Context: an optimization exercise on an open-source flow, tuned for small area. The choices shown serve that exercise and are no tape-out recipe. The RTL was checked by simulation tests, not by an equivalence proof against the original design. No activity file was given, so power comes from the tool's default toggle rates.

===== flow/config.mk =====
export PLATFORM = sky130hd
export DESIGN_NAME = multicycle_core
export DESIGN_NICKNAME = multicycle_core
export VERILOG_FILES = /design/flow/design.v
export SDC_FILE = /design/flow/constraint.sdc
export NUM_CORES = 4
export LEC_CHECK = 0
export ABC_AREA = 1
export CAP_MARGIN = 20
export CORE_MARGIN = 2
export CORE_UTILIZATION = 65
export PLACE_DENSITY = 0.75
export SLEW_MARGIN = 20

===== flow/constraint.sdc =====
create_clock -name core_clock -period 10.0 [get_ports {clk}]
set_input_delay 2.0000 -clock core_clock [delete_from_list [all_inputs] [get_ports {clk}]]
set_output_delay 2.0000 -clock core_clock [all_outputs]
set_load 0.01 [all_outputs]

===== flow/design.v =====
package core_pkg;
  localparam logic [5:0] OP_RTYPE = 6'b000000;
  localparam logic [5:0] OP_ADDI  = 6'b001000;
  localparam logic [5:0] OP_LW    = 6'b100011;
  localparam logic [5:0] OP_SW    = 6'b101011;
  localparam logic [5:0] OP_BEQ   = 6'b000100;
  localparam logic [5:0] OP_BNE   = 6'b000101;
  localparam logic [5:0] OP_J     = 6'b000010;
  localparam logic [5:0] FN_ADD   = 6'b100000;
  localparam logic [5:0] FN_SUB   = 6'b100010;
  localparam logic [5:0] FN_AND   = 6'b100100;
  localparam logic [5:0] FN_OR    = 6'b100101;
  localparam logic [5:0] FN_SLT   = 6'b101010;
  localparam logic [5:0] FN_SLL   = 6'b000000;
  localparam logic [5:0] FN_SRL   = 6'b000010;
  localparam logic [3:0] S_INIT   = 4'd0;   
  localparam logic [3:0] S_FETCH  = 4'd1;   
  localparam logic [3:0] S_WAIT   = 4'd2;   
  localparam logic [3:0] S_RDT    = 4'd3;   
  localparam logic [3:0] S_SHQ    = 4'd4;   
  localparam logic [3:0] S_EXEC   = 4'd5;   
  localparam logic [3:0] S_P2     = 4'd6;   
  localparam logic [3:0] S_MEM    = 4'd7;   
  localparam logic [3:0] S_WAITWB = 4'd8;   
  localparam logic [3:0] S_HALT   = 4'd9;
endpackage
module core_alu (
  input  logic [3:0] a,
  input  logic [3:0] b,
  input  logic       cin,
  input  logic       sub,
  input  logic       lop,    
  input  logic       lor,    
  output logic [3:0] y,
  output logic       cout
);
  logic [3:0] bb, s;
  logic [4:0] c;
  assign bb = b ^ {4{sub}};
  assign c[0] = cin;
  for (genvar i = 0; i < 4; i++) begin : g_fa
    assign s[i]   = a[i] ^ bb[i] ^ c[i];
    assign c[i+1] = (a[i] & bb[i]) | (a[i] & c[i]) | (bb[i] & c[i]);
  end
  assign cout = c[4];
  assign y = !lop ? s : lor ? (a | b) : (a & b);
endmodule
import core_pkg::*;
module multicycle_core #(
  parameter int                ADDR_W   = 32,
  parameter logic [ADDR_W-1:0] RESET_PC = '0
) (
  input  logic              clk,
  input  logic              rst,
  output logic              imem_req,
  output logic [ADDR_W-1:0] imem_addr,
  input  logic              imem_ready,
  input  logic [31:0]       imem_rdata,
  output logic              dmem_req,
  output logic              dmem_we,
  output logic [ADDR_W-1:0] dmem_addr,
  output logic [31:0]       dmem_wdata,
  input  logic              dmem_ready,
  input  logic [31:0]       dmem_rdata,
  output logic [ADDR_W-1:0] pc_out,
  output logic [31:0]       alu_result,
  output logic              retire,
  output logic              halted
);
  logic [3:0]   state, state_n;
  logic [2:0]   ph;
  logic [31:0]  ir, ar, wd;
  logic [31:0]  pc;            
  logic         c, cp;
  logic [991:0] rf;            
  logic [5:0] op, fn;
  logic [4:0] rs, rt, rd, sh, dest, rsel;
  assign op = ir[31:26];
  assign fn = ir[5:0];
  assign rs = ir[25:21];
  assign rt = ir[20:16];
  assign rd = ir[15:11];
  assign sh = ir[10:6];
  logic is_r, is_mem, is_sw, is_addi, is_br, is_j, is_slt, is_sh, writes, need_rt;
  assign is_mem  = op[5];
  assign is_sw   = op[5] & op[3];
  assign is_addi = !op[5] & op[3];
  assign is_br   = !op[5] & op[2];
  assign is_j    = !op[5] & op[1];
  assign is_r    = !op[5] & !op[3] & !op[2] & !op[1];
  assign is_slt  = is_r & fn[3];
  assign is_sh   = is_r & !fn[5];
  assign writes  = is_r | is_addi | (is_mem & !is_sw);
  assign need_rt = is_r | is_sw | is_br;
  assign dest    = is_r ? rd : rt;
  function automatic logic legal_f(input logic [31:0] w);
    logic [5:0] o, f;
    o = w[31:26];
    f = w[5:0];
    if (o == OP_RTYPE)
      legal_f = f == FN_ADD || f == FN_SUB || f == FN_AND || f == FN_OR || f == FN_SLT ||
                f == FN_SLL || f == FN_SRL;
    else
      legal_f = o == OP_ADDI || o == OP_LW || o == OP_SW || o == OP_BEQ || o == OP_BNE || o == OP_J;
  endfunction
  logic ph0, ph7;
  assign ph0 = ph == 3'd0;
  assign ph7 = ph == 3'd7;
  logic st_init, st_fetch, st_rdt, st_shq, st_exec, st_p2, st_mem;
  assign st_init  = state == S_INIT;
  assign st_fetch = state == S_FETCH;
  assign st_rdt   = state == S_RDT;
  assign st_shq   = state == S_SHQ;
  assign st_exec  = state == S_EXEC;
  assign st_p2    = state == S_P2;
  assign st_mem   = state == S_MEM;
  logic [127:0] taps;
  logic [3:0]   rq;
  always_comb begin
    taps[3:0] = 4'b0000;
    for (int i = 1; i < 32; i++) taps[4*i +: 4] = rf[32*(i-1) +: 4];
  end
  assign rsel = st_rdt ? rt : rs;
  assign rq   = taps[{rsel, 2'b00} +: 4];
  logic [3:0] irq, immq;
  assign irq  = ir[{ph, 2'b00} +: 4];
  assign immq = ph[2] ? {4{ir[15]}} : irq;
  logic [3:0] alu_y;
  logic       alu_c, sub, lt, eq, taken;
  assign sub = is_r & fn[5] & fn[1];
  core_alu u_alu (
    .a(rq), .b(is_r ? wd[3:0] : immq), .cin(ph0 ? sub : c), .sub(sub),
    .lop(is_r & fn[2]), .lor(fn[0]), .y(alu_y), .cout(alu_c)
  );
  assign lt    = (rq[3] ^ wd[3]) ? rq[3] : alu_y[3];
  assign eq    = c & (rq == wd[3:0]);
  assign taken = eq ^ op[0];
  logic [2:0] nrot;
  logic [3:0] shq;
  logic [5:0] jb [4];
  assign nrot = fn[1] ? sh[4:2] : 3'd0 - sh[4:2];
  always_comb
    for (int b = 0; b < 4; b++) begin
      jb[b] = {1'b0, ph, 2'b00} + 6'(b);
      shq[b] = (fn[1] ? wd[5'(b) + 5'(sh[1:0])] : wd[5'(b) - 5'(sh[1:0])]) &
               (fn[1] ? !(jb[b] + {1'b0, sh} > 6'd31) : !(jb[b] < {1'b0, sh}));
    end
  logic [3:0] exres, p2res;
  assign exres = is_sh ? shq : alu_y;
  assign p2res = is_r ? {3'b000, c & ph0} : wd[3:0];
  logic       pc_shift, pcin, pc_c;
  logic [3:0] pc_s, pc_in;
  assign pc_shift = st_init || st_exec || (st_p2 && is_br);
  assign pcin = (st_exec & ph0) | (cp & !ph0);
  assign {pc_c, pc_s} = {1'b0, pc[3:0]} + {1'b0, st_p2 ? immq : 4'b0000} + {4'b0000, pcin};
  always_comb begin
    pc_in = pc_s;
    if (st_init) pc_in = 4'b0000;
    else if (st_exec && is_j) begin
      if (ph < 3'd6) pc_in = irq;
      else if (ph == 3'd6) pc_in[1:0] = irq[1:0];
    end
  end
  logic [3:0] first;
  assign imem_req   = st_fetch;
  assign imem_addr  = ADDR_W'({pc[29:0], 2'b00});
  assign dmem_req   = st_mem;
  assign dmem_we    = st_mem && is_sw;
  assign dmem_addr  = ADDR_W'(ar);
  assign dmem_wdata = wd;
  assign alu_result = ar;
  assign pc_out     = ADDR_W'({pc[29:0], 2'b00});
  assign halted     = state == S_HALT;
  assign first      = need_rt ? S_RDT : S_EXEC;
  always_comb begin
    state_n = state;
    case (state)
      S_INIT:   if (ph7) state_n = S_FETCH;
      S_FETCH:  if (imem_ready) state_n = !legal_f(imem_rdata) ? S_HALT : ph7 ? S_WAIT : S_WAIT;
      S_WAIT:   if (ph7) state_n = first;
      S_RDT:    if (ph7) state_n = is_sh ? S_SHQ : S_EXEC;
      S_SHQ:    if (ph7) state_n = S_EXEC;
      S_EXEC:   if (ph7) state_n = is_mem ? S_MEM : (is_slt || (is_br && taken)) ? S_P2 : S_FETCH;
      S_P2:     if (ph7) state_n = S_FETCH;
      S_MEM:    if (dmem_ready) state_n = is_sw ? S_FETCH : ph7 ? S_P2 : S_WAITWB;
      S_WAITWB: if (ph7) state_n = S_P2;
      default:  ;
    endcase
  end
  always_ff @(posedge clk or negedge rst)
    if (!rst) begin
      state  <= S_INIT;
      ph     <= 3'd0;
      retire <= 1'b0;
    end else begin
      state  <= state_n;
      ph     <= ph + 3'd1;
      retire <= (st_exec && ph7 && !is_mem && !is_slt && !(is_br && taken))
             || (st_p2 && ph7 && !is_mem)
             || (st_mem && dmem_ready);
    end
  logic       wen;
  logic [3:0] wbits;
  assign wen   = (st_exec || st_p2) && writes && dest != 5'd0;
  assign wbits = st_init ? 4'b0000 : st_exec ? exres : p2res;
  always_ff @(posedge clk) begin
    if (st_fetch) ir <= imem_rdata;
    if (pc_shift) begin
      pc <= {pc_in, pc[31:4]};
      cp <= pc_c;
    end
    if (st_exec) c <= is_br ? (ph0 | c) & (rq == wd[3:0]) : (ph7 & is_slt) ? lt : alu_c;
    if (st_exec || st_p2) ar <= {st_exec ? exres : p2res, ar[31:4]};
    if (st_rdt) wd <= {rq, wd[31:4]};
    else if (st_exec || st_p2 || (st_shq && ph < nrot)) wd <= {wd[3:0], wd[31:4]};
    else if (st_mem && !is_sw) wd <= dmem_rdata;
    for (int i = 1; i < 32; i++)
      rf[32*(i-1) +: 32] <= {(st_init || (wen && dest == 5'(i))) ? wbits : rf[32*(i-1) +: 4],
                             rf[32*(i-1) + 4 +: 28]};
  end
endmodule

===== flow/flow/run.sh =====
#!/bin/bash
# Standard ORFS layout, with the smallest buffer on the ports and a clock tree without dummy loads.
set -euo pipefail
export BUFFER_PORTS_ARGS="-buffer_cell sky130_fd_sc_hd__buf_1"
export CTS_ARGS="-sink_clustering_enable -repair_clock_nets -dont_use_dummy_load -buf_list {sky130_fd_sc_hd__clkbuf_8} -sink_clustering_size 24 -sink_clustering_max_diameter 35"
bash standard.sh > standard.log 2>&1

===== flow/standard.sh =====
#!/bin/bash
# synth_recipe.tcl (not shown) runs the flow's synth.tcl, then flattens the netlist and writes it again
# the make line also repeats each setting of config.mk as NAME=value (left out here)
make -C /OpenROAD-flow-scripts/flow DESIGN_CONFIG=/design/flow/config.mk WORK_HOME=/design/flow/orfs CLKGATE_MAP_FILE= SYNTH_SCRIPT=/design/flow/synth_recipe.tcl "${@:-finish}"

==> impl_results.md <==
* Status: finished clean
* Fin Setup TNS at 0 ns
* FF-to-FF Start: state[1]
* Crit-path max FO at 51
* Largest delay share family, worst path: simple AND/OR/NAND/NOR gates
* Gr ovfl total at 0
* Seq/Total Area, Yosys at 77.69%
* Post-DR vias/cell at 5.231
* GR Util All Layers at 26.67%
* DRC at 0
* Max frequency at 193.8 MHz
* Max-cap violation count at 0
* Post-synth EDFFs at 130
* # diodes at 0
* CP Capture Type: flip-flop
* Die ar. at 49210 sq um
* Crit path launch: state[1]
* Yosys warnings at 2
* # fillers at 3179
* HP Class: reg -> reg
* Yosys reg bits at 1130
* Setup repair after global routing missed its margin: false
* Placeable Area at 46650 sq um
* VDD IR max at 0.2461 mV
* Clock sinks at 1130
* Skew-Pair Late Insertion Delay at 0.74 ns
* 1st-iter DRT viols at 1292
* Multi-input logic area at 5246 sq um
* CTS tree: yes
* Crit path time final at 5.161 ns
* Area Growth Syn to Fin at 7.241%
* Post-CTS sizing at 0
* Setup bufs post-CTS at 0
* TritonCTS Buffers at 111
* CTS clock-pin slew for the worst setup and hold paths at 0.08 ns
* Layout cells sized above 1 at 6.794%
* R2r endpoint: rf[991]
* Critical Path Sink: rf[991]
* Hpwl dp at 45000 microns
* Post-route ant nets at 0
* CP required at 10.57 ns
* I/O pin cnt at 233
* Syn Area/Cell at 12.24 sq um
* Vias in the first global route at 17230
* Critical Path Source Type: flip-flop
* H-tree levels at 3
* Endpoints failing setup at 0
* First-pass GRT wire length at 98770 microns
* Max incr delay on CP at 0.81 ns
* Crit path kind: reg -> reg
* CP dominant cell by count: nand2_1
* Sequential Area at 23960 sq um
* Hold Path Stages at 0
* Clock Skew at 0.1233 ns
* Placer Congestion at 0.9247
* Fin. max-slew vios at 0
* Hold Fails Final Rpt at 0
* Largest net degree at the start of global routing at 58
* Setup slack, reg-to-reg at 4.84 ns
* Row count at 79
* Pin slew with the least headroom to its limit at 1.110 ns
* TritonRoute pass-1 iters at 7
* Register-to-Register Path Depth at 26
* Routed wire length at 65310 microns
* Initial antenna violation count at 0
* Worst rel slew slack at 25.72%
* Via count at 17420
* Syn Std Cell Area at 30840 sq um
* Clock Path Buffers at 3
* Slowest CP cell: nand2_2
* Placed inst area at 31550 sq um
* Buf+Inv Stages, Crit Path at 3
* Mapped Cells at 2521
* Design area at 33080 sq um
* Post-synth ARST share at 0.7080%
* PD cells at 319.2 nW/um^2
* Top FF cell, synth: dfxtp_1
* Clock Tree Root: clkbuf_8
* Unique masters post-synth at 50
* Hold_buf cts at 0
* Starting Density at 66.11%
* Crit path DAT at 5.73 ns
* # port buffers at 228
* Leakage power at 13.34 nW
* Crit share post-route at 51.61%
* WL per Instance at 19.61 microns
* Nets@finish at 2817
* CP Depth at 26
* Die Y at 221.8 microns
* Die X at 221.8 microns
==> placed cells by master, fill, tap and decap left out, drive strengths merged, types with 2 or more instances in the layout <==
master,netlist,layout
inv,159,159
clkbuf,21,111
nor3,6,6
nand2,477,477
nand4,2,2
a31o,2,2
o211ai,8,8
a211oi,3,3
dfxtp,992,992
xnor2,3,3
o21a,2,2
a22oi,2,2
nor2,81,81
buf,135,244
xor2,4,4
edfxtp,130,130
dfrtp,8,8
o2111ai,2,2
o21ai,197,197
o31ai,2,2
nand3,187,187
a21oi,60,60
ha,19,19
or2,2,2
a31oi,3,3
fa,5,5
conb,1,4
==> through the flow <==
| step | hold slack (ns) | worst slack (ns) | util, % | total power [mW] | instances |
|---|---|---|---|---|---|
| after global placement | 0.3095 | 5.025 | 67.60 | 8.245 | 3218 |
| after floorplan | 0.3096 | 5.858 | - | 7.658 | 2524 |
| final | 0.2768 | 4.839 | 70.90 | 10.56 | 3330 |
| after detailed placement | 0.3121 | 4.894 | 67.61 | 8.347 | 3219 |
| after CTS | 0.2685 | 4.868 | 70.89 | 10.63 | 3330 |
| after global routing | 0.2637 | 4.468 | 70.90 | 11.07 | 3330 |
==> report_power, final <==
group	internal, mW	switching (mW)	total (mW)
registers	6.21	0.570	6.78
logic	0.436	1.06	1.50
clock network	0.979	1.30	2.28
==> cell type report <==
type                            instances  share of cell area, %
Inverter                              160                  1.831
Multi-Input combinational cell       1078                  15.86
Tap cell                              607                  2.296
Timing Repair Buffer                  244                  2.950
Sequential cell                      1130                  72.44
Clock buffer                          111                  4.619
==> synth_stat cells (all sizes together) (4+ instances only) <==
cell	count	area, sq um
ha	19	237.7
xor2	4	35.03
o21ai	197	1114
nor3	6	30.03
dfrtp	8	200.2
dfxtp	992	19860
buf	135	980.9
nand3	187	963.4
a21oi	60	304.0
inv	159	596.8
nor2	81	314.0
edfxtp	130	3904
o211ai	8	60.06
clkbuf	21	78.83
nand2	477	1824
fa	5	100.1
==> registers in the layout (all words and copies together), names as in the netlist <==
register	flops
cp	1
rf	992
retire	1
ph	3
pc	32
wd	32
ir	32
ar	32
state	4
c	1
==> worst min-delay path by stage <==
stage,startpoint,endpoint,slack (ns)
4_1_cts,rf[27],rf[23],0.27
5_1_grt,rf[27],rf[23],0.26
2_1_floorplan,rf[4],rf[0],0.31
3_5_place_dp,rf[797],rf[793],0.31
6_report,rf[27],rf[23],0.28
3_3_place_gp,rf[16],rf[12],0.31
==> cells by family after synthesis <==
group	Yosys count	share of synthesized area (%)
flops	1130	77.69
simple gates	757	10.28
buf+inv	316	5.399
compound gates	285	5.294
fa+ha+maj	25	1.132
xor+xnor	7	0.1988
other cells	1	0.01216
==> per-layer routing <==
metal	global-route usage (%)	wire (microns)	vias up
li1	-	-	8350
met1	35.67	28650	8235
met2	42.52	29690	681
met3	5.089	4041	154
met4	12.34	2933	0
met5	0	0	-

==> what the ideal ports hide <==
How much do the figures lean on ideal ports? The routed layout below was timed once more, with nothing changed but the port constraints.
Step 1, drivers: a clkbuf_16 drives clk and a buf_2 each remaining input, both assumed.
Step 2 moves the port delays by t, midway between the first and last clock arrival at a register: inputs arrive t later, outputs are due t later. That takes back most of the time a late clock gives input paths.
a / b / c = no drivers / after step 1 / after step 2; a / b = the first two.
t, ns: 0.731
setup WS [ns]: 4.839 / 4.839 / 4.839
clock arrival spread, ns: 0.123 / 0.123
After both steps this run still meets setup and hold. For this run, drivers alone change the setup slack by 0.000 ns; drivers and shift together by 0.000 ns.
